What follows belongs to an exercise in optimizing a design on an open flow for small area; a production flow would make more cautious choices. At most, simulation tests tie the RTL to the original design; equivalence was not proved. Power figures rest on the tool's default switching activity, not on a simulated workload.

Setup of the reference run:
==> module powlib_ipmaxi_rd, before the edit <==
module powlib_ipmaxi_rd #(
   parameter int MAX_BURST = 128,
   parameter     ID        = "IPMAXI_RD",
   parameter int EAR       = 0,
   parameter int EDBG      = 0,
   parameter int B_BPD     = 4,
   parameter int B_AW      = 32,
   localparam int B_DW     = 8*B_BPD
) (
   input  logic            clk,
   input  logic            rst,
   input  logic [B_AW-1:0] wraddr,
   input  logic [B_DW-1:0] wrdata,
   input  logic            wrvld,
   output logic            wrrdy,
   output logic            wrnf,
   output logic [B_AW-1:0] rdaddr,
   output logic [B_DW-1:0] rddata,
   output logic [1:0]      rdresp,
   output logic            rdvld,
   input  logic            rdrdy,
   output logic [B_AW-1:0] araddr,
   output logic [7:0]      arlen,
   output logic [2:0]      arsize,
   output logic [1:0]      arburst,
   output logic            arvalid,
   input  logic            arready,
   input  logic [B_DW-1:0] rdata,
   input  logic [1:0]      rresp,
   input  logic            rlast,
   input  logic            rvalid,
   output logic            rready
);
   localparam logic [7:0] PTAG = 8'(EAR) ^ 8'(EDBG) ^ 8'($bits(ID)) ^ 8'(MAX_BURST);
   logic unused_ptag_s;
   assign unused_ptag_s = ^PTAG;
   logic [29:0] hd_addr_q;
   logic [31:0] hd_len_q;
   logic        hd_vld_q;
   logic [29:0] fq_addr_q [7];
   logic [31:0] fq_len_q  [7];
   logic [2:0]  fq_cnt_q;
   logic [29:0] af_addr_q [4];
   logic [2:0]  af_cnt_q;
   logic [6:0]  boff_q;
   logic [6:0]  off_s;
   logic [7:0]  lim_s;
   logic [6:0]  lenm1_s;
   logic        zero_s, short_s, last_s, af_full_s;
   logic        arvalid_s, ar_hs_s, pop_s, push_s, push_hd_s, push_fq_s, fq_take_s;
   logic        beat_s, af_pop_s;
   logic [29:0] next_addr_s, fq_head_addr_s;
   logic [31:0] next_len_s, fq_head_len_s;
   logic [7:0]  lo_sum_s;
   assign off_s     = (&hd_addr_q[9:7]) ? hd_addr_q[6:0] : 7'd0;
   assign lim_s     = 8'd128 - {1'b0, off_s};
   assign zero_s    = (hd_len_q == 32'd0);
   assign short_s   = (hd_len_q[31:7] == 25'd0) && (hd_len_q[6:0] <= ~off_s) ;
   assign last_s    = (hd_len_q[31:8] == 24'd0) && (hd_len_q[7:0] <= lim_s);
   assign lenm1_s   = hd_len_q[6:0] - 7'd1;
   assign af_full_s = af_cnt_q[2];
   assign arvalid_s = hd_vld_q && !zero_s && !af_full_s;
   assign ar_hs_s   = arvalid_s && arready;
   assign pop_s     = hd_vld_q && (zero_s || (arready && !af_full_s && last_s));
   assign push_s    = wrvld && !(hd_vld_q && (fq_cnt_q == 3'd7));
   assign push_hd_s = push_s && (fq_cnt_q == 3'd0) && (!hd_vld_q || pop_s);
   assign push_fq_s = push_s && !push_hd_s;
   assign fq_take_s = pop_s && (fq_cnt_q != 3'd0);
   assign next_addr_s = (&hd_addr_q[9:7]) ? {hd_addr_q[29:10] + 20'd1, 10'd0}
                                          : {hd_addr_q[29:10], hd_addr_q[9:7] + 3'd1, hd_addr_q[6:0]};
   assign lo_sum_s    = {1'b0, hd_len_q[6:0]} + {1'b0, off_s};
   assign next_len_s  = {lo_sum_s[7] ? hd_len_q[31:7] : hd_len_q[31:7] - 25'd1, lo_sum_s[6:0]};
   assign fq_head_addr_s = fq_addr_q[fq_cnt_q - 3'd1];
   assign fq_head_len_s  = fq_len_q[fq_cnt_q - 3'd1];
   assign beat_s   = rvalid && rdrdy && (af_cnt_q != 3'd0);
   assign af_pop_s = beat_s && rlast;
   always_ff @(posedge clk or negedge rst) begin
      if (!rst) begin
         hd_vld_q <= 1'b0;
         fq_cnt_q <= 3'd0;
         af_cnt_q <= 3'd0;
         boff_q   <= 7'd0;
      end else begin
         if (push_hd_s) begin
            hd_vld_q <= 1'b1;
         end else if (pop_s && (fq_cnt_q == 3'd0)) begin
            hd_vld_q <= 1'b0;
         end
         case ({push_fq_s, fq_take_s})
            2'b10:   fq_cnt_q <= fq_cnt_q + 3'd1;
            2'b01:   fq_cnt_q <= fq_cnt_q - 3'd1;
            default: ;
         endcase
         case ({ar_hs_s, af_pop_s})
            2'b10:   af_cnt_q <= af_cnt_q + 3'd1;
            2'b01:   af_cnt_q <= af_cnt_q - 3'd1;
            default: ;
         endcase
         if (beat_s) begin
            boff_q <= rlast ? 7'd0 : boff_q + 7'd1;
         end
      end
   end
   always_ff @(posedge clk) begin
      if (fq_take_s) begin
         hd_addr_q <= fq_head_addr_s;
         hd_len_q  <= fq_head_len_s;
      end else if (push_hd_s) begin
         hd_addr_q <= wraddr[31:2];
         hd_len_q  <= wrdata;
      end else if (ar_hs_s) begin
         hd_addr_q <= next_addr_s;
         hd_len_q  <= next_len_s;
      end
   end
   always_ff @(posedge clk) begin
      if (push_fq_s) begin
         fq_addr_q[0] <= wraddr[31:2];
         fq_len_q[0]  <= wrdata;
         for (int i = 1; i < 7; i++) begin
            fq_addr_q[i] <= fq_addr_q[i-1];
            fq_len_q[i]  <= fq_len_q[i-1];
         end
      end
   end
   always_ff @(posedge clk) begin
      if (ar_hs_s) begin
         af_addr_q[0] <= hd_addr_q;
         for (int i = 1; i < 4; i++) begin
            af_addr_q[i] <= af_addr_q[i-1];
         end
      end
   end
   logic [29:0] af_head_s;
   assign af_head_s = af_addr_q[af_cnt_q[1:0] - 2'd1];
   assign wrrdy   = !(hd_vld_q && (fq_cnt_q == 3'd7));
   assign wrnf    = !hd_vld_q || (fq_cnt_q <= 3'd5);
   assign arvalid = arvalid_s;
   assign araddr  = {hd_addr_q, 2'b00};
   assign arlen   = {1'b0, short_s ? lenm1_s : ~off_s};
   assign arsize  = 3'd2;
   assign arburst = 2'b01;
   assign rdvld   = rvalid;
   assign rddata  = rdata;
   assign rdresp  = rresp;
   assign rready  = rdrdy;
   assign rdaddr  = {af_head_s[29:10], af_head_s[9:0] + {3'd0, boff_q}, 2'b00};
endmodule
export LEC_CHECK = 0
export CAP_MARGIN = 20
export CORE_MARGIN = 2
export CORE_UTILIZATION = 60
export CTS_BUF_LIST = sky130_fd_sc_hd__clkbuf_4
export CTS_CLUSTER_DIAMETER = 50
export CTS_CLUSTER_SIZE = 8
export SLEW_MARGIN = 20
create_clock -name core_clock -period 10.0 [get_ports {clk}]
standard.sh (not shown) runs the stock make flow with config.mk's settings and CLKGATE_MAP_FILE= SYNTH_SCRIPT=/design/flow/synth_recipe.tcl, a recipe that flattens the netlist after the stock synthesis.
==> flow/flow/run.sh <==
#!/bin/bash
set -euo pipefail
export BUFFER_PORTS_ARGS="-buffer_cell sky130_fd_sc_hd__buf_1"
bash standard.sh > standard_flow.log 2>&1
For the trial run, these inputs were changed with respect to the reference run:
diff --git a/flow/design.v b/flow/design.v
--- a/flow/design.v
+++ b/flow/design.v
@@ -111,18 +111,19 @@
       end else if (ar_hs_s) begin
          hd_addr_q <= next_addr_s;
          hd_len_q  <= next_len_s;
       end
    end
+   logic fq_ld_s, fq_hold_s;
+   assign fq_ld_s   = push_fq_s;
+   assign fq_hold_s = !wrvld || (hd_vld_q ? ((fq_cnt_q == 3'd7) || ((fq_cnt_q == 3'd0) && pop_s)) : 1'b1);
    always_ff @(posedge clk) begin
-      if (push_fq_s) begin
-         fq_addr_q[0] <= wraddr[31:2];
-         fq_len_q[0]  <= wrdata;
-         for (int i = 1; i < 7; i++) begin
-            fq_addr_q[i] <= fq_addr_q[i-1];
-            fq_len_q[i]  <= fq_len_q[i-1];
-         end
+      fq_addr_q[0] <= (wraddr[31:2] & {30{fq_ld_s}}) | (fq_addr_q[0] & {30{fq_hold_s}});
+      fq_len_q[0]  <= (wrdata & {32{fq_ld_s}}) | (fq_len_q[0] & {32{fq_hold_s}});
+      for (int i = 1; i < 7; i++) begin
+         fq_addr_q[i] <= (fq_addr_q[i-1] & {30{fq_ld_s}}) | (fq_addr_q[i] & {30{fq_hold_s}});
+         fq_len_q[i]  <= (fq_len_q[i-1] & {32{fq_ld_s}}) | (fq_len_q[i] & {32{fq_hold_s}});
       end
    end
    always_ff @(posedge clk) begin
       if (ar_hs_s) begin
          af_addr_q[0] <= hd_addr_q;
Notes after the runs:
- Run comparison: the reference run leading cell type in the layout, fill and taps excluded edfxtp_1; the trial run leading cell type in the layout, fill and taps excluded a22o_1
- Compared with the reference run, the router placed more vias in the trial run.
- The trial run vs the reference run: non-clock buffering overhead in the final layout up
- Per the comparison of the trial run with the reference run, part of the total power dissipated in combinational logic now larger; number of flops mapped to enable cells by yosys lost 434; sequential share of layout area -17 points; wire length moved up.
For the trial run, only the layout was checked, not whether the RTL still works.


The RTL this note starts from:
==> flow/design.v <==
module powlib_ipmaxi_rd #(
   parameter int MAX_BURST = 128,
   parameter     ID        = "IPMAXI_RD",
   parameter int EAR       = 0,
   parameter int EDBG      = 0,
   parameter int B_BPD     = 4,
   parameter int B_AW      = 32,
   localparam int B_DW     = 8*B_BPD
) (
   input  logic            clk,
   input  logic            rst,
   input  logic [B_AW-1:0] wraddr,
   input  logic [B_DW-1:0] wrdata,
   input  logic            wrvld,
   output logic            wrrdy,
   output logic            wrnf,
   output logic [B_AW-1:0] rdaddr,
   output logic [B_DW-1:0] rddata,
   output logic [1:0]      rdresp,
   output logic            rdvld,
   input  logic            rdrdy,
   output logic [B_AW-1:0] araddr,
   output logic [7:0]      arlen,
   output logic [2:0]      arsize,
   output logic [1:0]      arburst,
   output logic            arvalid,
   input  logic            arready,
   input  logic [B_DW-1:0] rdata,
   input  logic [1:0]      rresp,
   input  logic            rlast,
   input  logic            rvalid,
   output logic            rready
);
   localparam logic [7:0] PTAG = 8'(EAR) ^ 8'(EDBG) ^ 8'($bits(ID)) ^ 8'(MAX_BURST);
   logic unused_ptag_s;
   assign unused_ptag_s = ^PTAG;
   logic [29:0] hd_addr_q;
   logic [31:0] hd_len_q;
   logic        hd_vld_q;
   logic [29:0] fq_addr_q [7];
   logic [31:0] fq_len_q  [7];
   logic [2:0]  fq_cnt_q;
   logic [2:0]  af_cnt_q;
   logic [6:0]  off_s;
   logic [7:0]  lim_s;
   logic [6:0]  lenm1_s;
   logic        zero_s, short_s, last_s, af_full_s;
   logic        arvalid_s, ar_hs_s, pop_s, push_s, push_hd_s, push_fq_s, fq_take_s;
   logic        beat_s, af_pop_s;
   logic [29:0] next_addr_s;
   logic [31:0] next_len_s;
   logic [7:0]  lo_sum_s;
   assign off_s     = (&hd_addr_q[9:7]) ? hd_addr_q[6:0] : 7'd0;
   assign lim_s     = 8'd128 - {1'b0, off_s};
   assign zero_s    = (hd_len_q == 32'd0);
   assign short_s   = (hd_len_q[31:7] == 25'd0) && (hd_len_q[6:0] <= ~off_s) ;
   assign last_s    = (hd_len_q[31:8] == 24'd0) && (hd_len_q[7:0] <= lim_s);
   assign lenm1_s   = hd_len_q[6:0] - 7'd1;
   assign af_full_s = af_cnt_q[2];
   assign arvalid_s = hd_vld_q && !zero_s && !af_full_s;
   assign ar_hs_s   = arvalid_s && arready;
   assign pop_s     = hd_vld_q && (zero_s || (arready && !af_full_s && last_s));
   assign push_s    = wrvld && !(hd_vld_q && (fq_cnt_q == 3'd7));
   assign push_hd_s = push_s && (fq_cnt_q == 3'd0) && (!hd_vld_q || pop_s);
   assign push_fq_s = push_s && !push_hd_s;
   assign fq_take_s = pop_s && (fq_cnt_q != 3'd0);
   logic lastwin_s;
   assign lastwin_s   = &hd_addr_q[9:7];
   assign next_addr_s = {hd_addr_q[29:10] + {19'd0, ar_hs_s && lastwin_s},
                         (ar_hs_s && lastwin_s) ? 10'd0
                                                : {hd_addr_q[9:7] + {2'd0, ar_hs_s}, hd_addr_q[6:0]}};
   assign lo_sum_s    = {1'b0, hd_len_q[6:0]} + {1'b0, off_s & {7{ar_hs_s}}};
   assign next_len_s  = {hd_len_q[31:7] - {24'd0, ar_hs_s && !lo_sum_s[7]}, lo_sum_s[6:0]};
   assign beat_s   = rvalid && rdrdy && (af_cnt_q != 3'd0);
   assign af_pop_s = beat_s && rlast;
   always_ff @(posedge clk or negedge rst) begin
      if (!rst) begin
         hd_vld_q <= 1'b0;
         fq_cnt_q <= 3'd0;
         af_cnt_q <= 3'd0;
      end else begin
         if (push_hd_s) begin
            hd_vld_q <= 1'b1;
         end else if (pop_s && (fq_cnt_q == 3'd0)) begin
            hd_vld_q <= 1'b0;
         end
         case ({push_fq_s, fq_take_s})
            2'b10:   fq_cnt_q <= fq_cnt_q + 3'd1;
            2'b01:   fq_cnt_q <= fq_cnt_q - 3'd1;
            default: ;
         endcase
         case ({ar_hs_s, af_pop_s})
            2'b10:   af_cnt_q <= af_cnt_q + 3'd1;
            2'b01:   af_cnt_q <= af_cnt_q - 3'd1;
            default: ;
         endcase
      end
   end
   logic        hd_in_s, hd_nx_s;
   logic        fq_ld_s, fq_hold_s;
   logic [6:0]  fq_sel_s;
   logic [29:0] hd_addr_d;
   logic [31:0] hd_len_d;
   assign hd_in_s   = push_hd_s;
   assign hd_nx_s   = hd_vld_q && !zero_s && !(arready && !af_cnt_q[2] && last_s);
   always_comb begin
      for (int k = 0; k < 7; k++) begin
         fq_sel_s[k] = pop_s && (fq_cnt_q == 3'(k + 1));
      end
   end
   always_comb begin
      hd_addr_d = (wraddr[31:2] & {30{hd_in_s}}) | (next_addr_s & {30{hd_nx_s}});
      hd_len_d  = (wrdata & {32{hd_in_s}}) | (next_len_s & {32{hd_nx_s}});
      for (int k = 0; k < 7; k++) begin
         hd_addr_d = hd_addr_d | (fq_addr_q[k] & {30{fq_sel_s[k]}});
         hd_len_d  = hd_len_d | (fq_len_q[k] & {32{fq_sel_s[k]}});
      end
   end
   always_ff @(posedge clk) begin
      hd_addr_q <= hd_addr_d;
      hd_len_q  <= hd_len_d;
   end
   assign fq_ld_s   = push_fq_s;
   assign fq_hold_s = !wrvld || (hd_vld_q ? ((fq_cnt_q == 3'd7) || ((fq_cnt_q == 3'd0) && pop_s)) : 1'b1);
   always_ff @(posedge clk) begin
      fq_addr_q[0] <= (wraddr[31:2] & {30{fq_ld_s}}) | (fq_addr_q[0] & {30{fq_hold_s}});
      fq_len_q[0]  <= (wrdata & {32{fq_ld_s}}) | (fq_len_q[0] & {32{fq_hold_s}});
      for (int i = 1; i < 7; i++) begin
         fq_addr_q[i] <= (fq_addr_q[i-1] & {30{fq_ld_s}}) | (fq_addr_q[i] & {30{fq_hold_s}});
         fq_len_q[i]  <= (fq_len_q[i-1] & {32{fq_ld_s}}) | (fq_len_q[i] & {32{fq_hold_s}});
      end
   end
   logic [29:0] af_cur_q;
   logic [29:0] af_wait_q [3];
   logic [2:0]  af_take_s;
   logic        af_cur_h_s, af_keep_s, af_inc_s, af_ld_s, af_hold_s;
   logic [9:0]  af_lo_inc_s;
   logic [29:0] af_cur_d;
   always_comb begin
      for (int k = 0; k < 3; k++) begin
         af_take_s[k] = af_pop_s && (af_cnt_q == 3'(k + 2));
      end
      af_cur_h_s = ar_hs_s && ((af_cnt_q == 3'd0) || ((af_cnt_q == 3'd1) && af_pop_s));
      af_keep_s  = !(rvalid && rdrdy && rlast) && (af_cnt_q != 3'd0);
      af_inc_s   = beat_s && !rlast;
      af_ld_s    = ar_hs_s && !af_cur_h_s;
      af_hold_s  = !arready || !hd_vld_q || zero_s || (af_cnt_q == 3'd4) || (af_cnt_q == 3'd0)
                 || ((af_cnt_q == 3'd1) && rvalid && rdrdy && rlast);
   end
   assign af_lo_inc_s = af_cur_q[9:0] + {9'd0, af_inc_s};
   always_comb begin
      af_cur_d = (hd_addr_q & {30{af_cur_h_s}}) | ({af_cur_q[29:10], af_lo_inc_s} & {30{af_keep_s}});
      for (int k = 0; k < 3; k++) begin
         af_cur_d = af_cur_d | (af_wait_q[k] & {30{af_take_s[k]}});
      end
   end
   always_ff @(posedge clk) begin
      af_cur_q     <= af_cur_d;
      af_wait_q[0] <= (hd_addr_q & {30{af_ld_s}}) | (af_wait_q[0] & {30{af_hold_s}});
      for (int i = 1; i < 3; i++) begin
         af_wait_q[i] <= (af_wait_q[i-1] & {30{af_ld_s}}) | (af_wait_q[i] & {30{af_hold_s}});
      end
   end
   assign wrrdy   = !(hd_vld_q && (fq_cnt_q == 3'd7));
   assign wrnf    = !hd_vld_q || (fq_cnt_q <= 3'd5);
   assign arvalid = arvalid_s;
   assign araddr  = {hd_addr_q, 2'b00};
   assign arlen   = {1'b0, short_s ? lenm1_s : ~off_s};
   assign arsize  = 3'd2;
   assign arburst = 2'b01;
   assign rdvld   = rvalid;
   assign rddata  = rdata;
   assign rdresp  = rresp;
   assign rready  = rdrdy;
   assign rdaddr  = {af_cur_q, 2'b00};
endmodule
clock: 10.0 ns
lec_check: 0
cap_margin: 20
core_margin: 2
core_utilization: 60
cts_buf_list: sky130_fd_sc_hd__clkbuf_4
cts_cluster_diameter: 50
cts_cluster_size: 8
slew_margin: 20
Scripts as last shown in full above: flow/flow/run.sh
The baseline completed without violations.
Edit:
--- a/flow/design.v
+++ b/flow/design.v
@@ -37,12 +37,13 @@
    logic [29:0] hd_addr_q;
    logic [31:0] hd_len_q;
    logic        hd_vld_q;
    logic [29:0] fq_addr_q [7];
    logic [31:0] fq_len_q  [7];
    logic [2:0]  fq_cnt_q;
+   logic [29:0] af_addr_q [4];
    logic [2:0]  af_cnt_q;
    logic [6:0]  off_s;
    logic [7:0]  lim_s;
    logic [6:0]  lenm1_s;
    logic        zero_s, short_s, last_s, af_full_s;
    logic        arvalid_s, ar_hs_s, pop_s, push_s, push_hd_s, push_fq_s, fq_take_s;
@@ -127,41 +128,34 @@
       fq_len_q[0]  <= (wrdata & {32{fq_ld_s}}) | (fq_len_q[0] & {32{fq_hold_s}});
       for (int i = 1; i < 7; i++) begin
          fq_addr_q[i] <= (fq_addr_q[i-1] & {30{fq_ld_s}}) | (fq_addr_q[i] & {30{fq_hold_s}});
          fq_len_q[i]  <= (fq_len_q[i-1] & {32{fq_ld_s}}) | (fq_len_q[i] & {32{fq_hold_s}});
       end
    end
-   logic [29:0] af_cur_q;
-   logic [29:0] af_wait_q [3];
-   logic [2:0]  af_take_s;
-   logic        af_cur_h_s, af_keep_s, af_inc_s, af_ld_s, af_hold_s;
+   logic [3:0]  af_sh_s, af_wr_s, af_hd_s;
+   logic        af_inc_s;
    logic [9:0]  af_lo_inc_s;
-   logic [29:0] af_cur_d;
    always_comb begin
-      for (int k = 0; k < 3; k++) begin
-         af_take_s[k] = af_pop_s && (af_cnt_q == 3'(k + 2));
+      for (int i = 0; i < 4; i++) begin
+         af_wr_s[i] = ar_hs_s && (af_pop_s ? (af_cnt_q == 3'(i + 1)) : (af_cnt_q == 3'(i)));
+         af_sh_s[i] = af_pop_s && !(ar_hs_s && (af_cnt_q == 3'(i + 1)));
       end
-      af_cur_h_s = ar_hs_s && ((af_cnt_q == 3'd0) || ((af_cnt_q == 3'd1) && af_pop_s));
-      af_keep_s  = !(rvalid && rdrdy && rlast) && (af_cnt_q != 3'd0);
-      af_inc_s   = beat_s && !rlast;
-      af_ld_s    = ar_hs_s && !af_cur_h_s;
-      af_hold_s  = !arready || !hd_vld_q || zero_s || (af_cnt_q == 3'd4) || (af_cnt_q == 3'd0)
-                 || ((af_cnt_q == 3'd1) && rvalid && rdrdy && rlast);
-   end
-   assign af_lo_inc_s = af_cur_q[9:0] + {9'd0, af_inc_s};
-   always_comb begin
-      af_cur_d = (hd_addr_q & {30{af_cur_h_s}}) | ({af_cur_q[29:10], af_lo_inc_s} & {30{af_keep_s}});
-      for (int k = 0; k < 3; k++) begin
-         af_cur_d = af_cur_d | (af_wait_q[k] & {30{af_take_s[k]}});
+      af_inc_s = beat_s && !rlast;
+      af_hd_s[0] = !rvalid || !rdrdy || !af_cnt_q[2] && !af_cnt_q[1] && !af_cnt_q[0] || !rlast;
+      for (int i = 0; i < 4; i++) begin
+         af_hd_s[i] = (i == 0 ? af_hd_s[0] : (!rvalid || !rdrdy || !rlast))
+                    && !(arvalid_s && arready && (af_cnt_q == 3'(i)));
       end
    end
+   assign af_lo_inc_s = af_addr_q[0][9:0] + {9'd0, af_inc_s};
    always_ff @(posedge clk) begin
-      af_cur_q     <= af_cur_d;
-      af_wait_q[0] <= (hd_addr_q & {30{af_ld_s}}) | (af_wait_q[0] & {30{af_hold_s}});
-      for (int i = 1; i < 3; i++) begin
-         af_wait_q[i] <= (af_wait_q[i-1] & {30{af_ld_s}}) | (af_wait_q[i] & {30{af_hold_s}});
+      for (int i = 0; i < 4; i++) begin
+         af_addr_q[i] <= (hd_addr_q & {30{af_wr_s[i]}})
+                       | ((i < 3 ? af_addr_q[(i + 1) % 4] : hd_addr_q) & {30{af_sh_s[i] && (i < 3)}})
+                       | ({af_addr_q[i][29:10], (i == 0) ? af_lo_inc_s : af_addr_q[i][9:0]}
+                          & {30{af_hd_s[i]}});
       end
    end
    assign wrrdy   = !(hd_vld_q && (fq_cnt_q == 3'd7));
    assign wrnf    = !hd_vld_q || (fq_cnt_q <= 3'd5);
    assign arvalid = arvalid_s;
    assign araddr  = {hd_addr_q, 2'b00};
@@ -169,8 +163,8 @@
    assign arsize  = 3'd2;
    assign arburst = 2'b01;
    assign rdvld   = rvalid;
    assign rddata  = rdata;
    assign rdresp  = rresp;
    assign rready  = rdrdy;
-   assign rdaddr  = {af_cur_q, 2'b00};
+   assign rdaddr  = {af_addr_q[0], 2'b00};
 endmodule
The changed run completed without violations.
Combinational power rises by a little under a tenth.
Clock power stays flat.
Worst setup slack is better by 0.60 ns.
Routed wire length rises by about a fifth.
Global-route usage rises by 3.4 points.
Fmax rises by roughly a tenth.
Critical path depth is unchanged.
Via count rises by a few percent.
Only the layout flow was run in the second run of this note; the RTL was not checked for function there.

## port drivers added, routing unchanged
No port has a modelled driver above. Below, the same layouts with a new extraction and two added sets of constraints.
Step 1 (the two cells are an assumption about what drives the block):
set clk [get_ports {clk}]
set_driving_cell -lib_cell sky130_fd_sc_hd__clkbuf_16 $clk
set_driving_cell -lib_cell sky130_fd_sc_hd__buf_2 [delete_from_list [all_inputs] $clk]
Step 2, shift: input delay + t, output delay - t, t = (earliest + latest rising clock arrival at the registers) / 2. This alone moves slack from input paths to output paths.
Slacks: no drivers / after step 1 / after step 2; pairs: no drivers / after step 1.
run	t (ns)	setup slack, ns	slew at the worst register clock pin (ns)	worst data-port slew with drivers (ns)	pins driven straight from the clock port
the reference run	0.873	3.850 / 3.791 / 4.658	0.10 / 0.10	0.14	1
the trial run	0.877	3.409 / 3.355 / 3.654	0.11 / 0.11	0.12	1
the first run of note 2	0.843	3.098 / 3.129 / 2.287	0.10 / 0.10	0.11	1
the second run of note 2	0.901	3.701 / 3.694 / 2.826	0.11 / 0.11	0.07	1
After both steps every run listed still meets setup and hold. The setup slack of the second run of note 2, which loses most, moves by -0.007 ns with the drivers and by -0.875 ns with both steps.
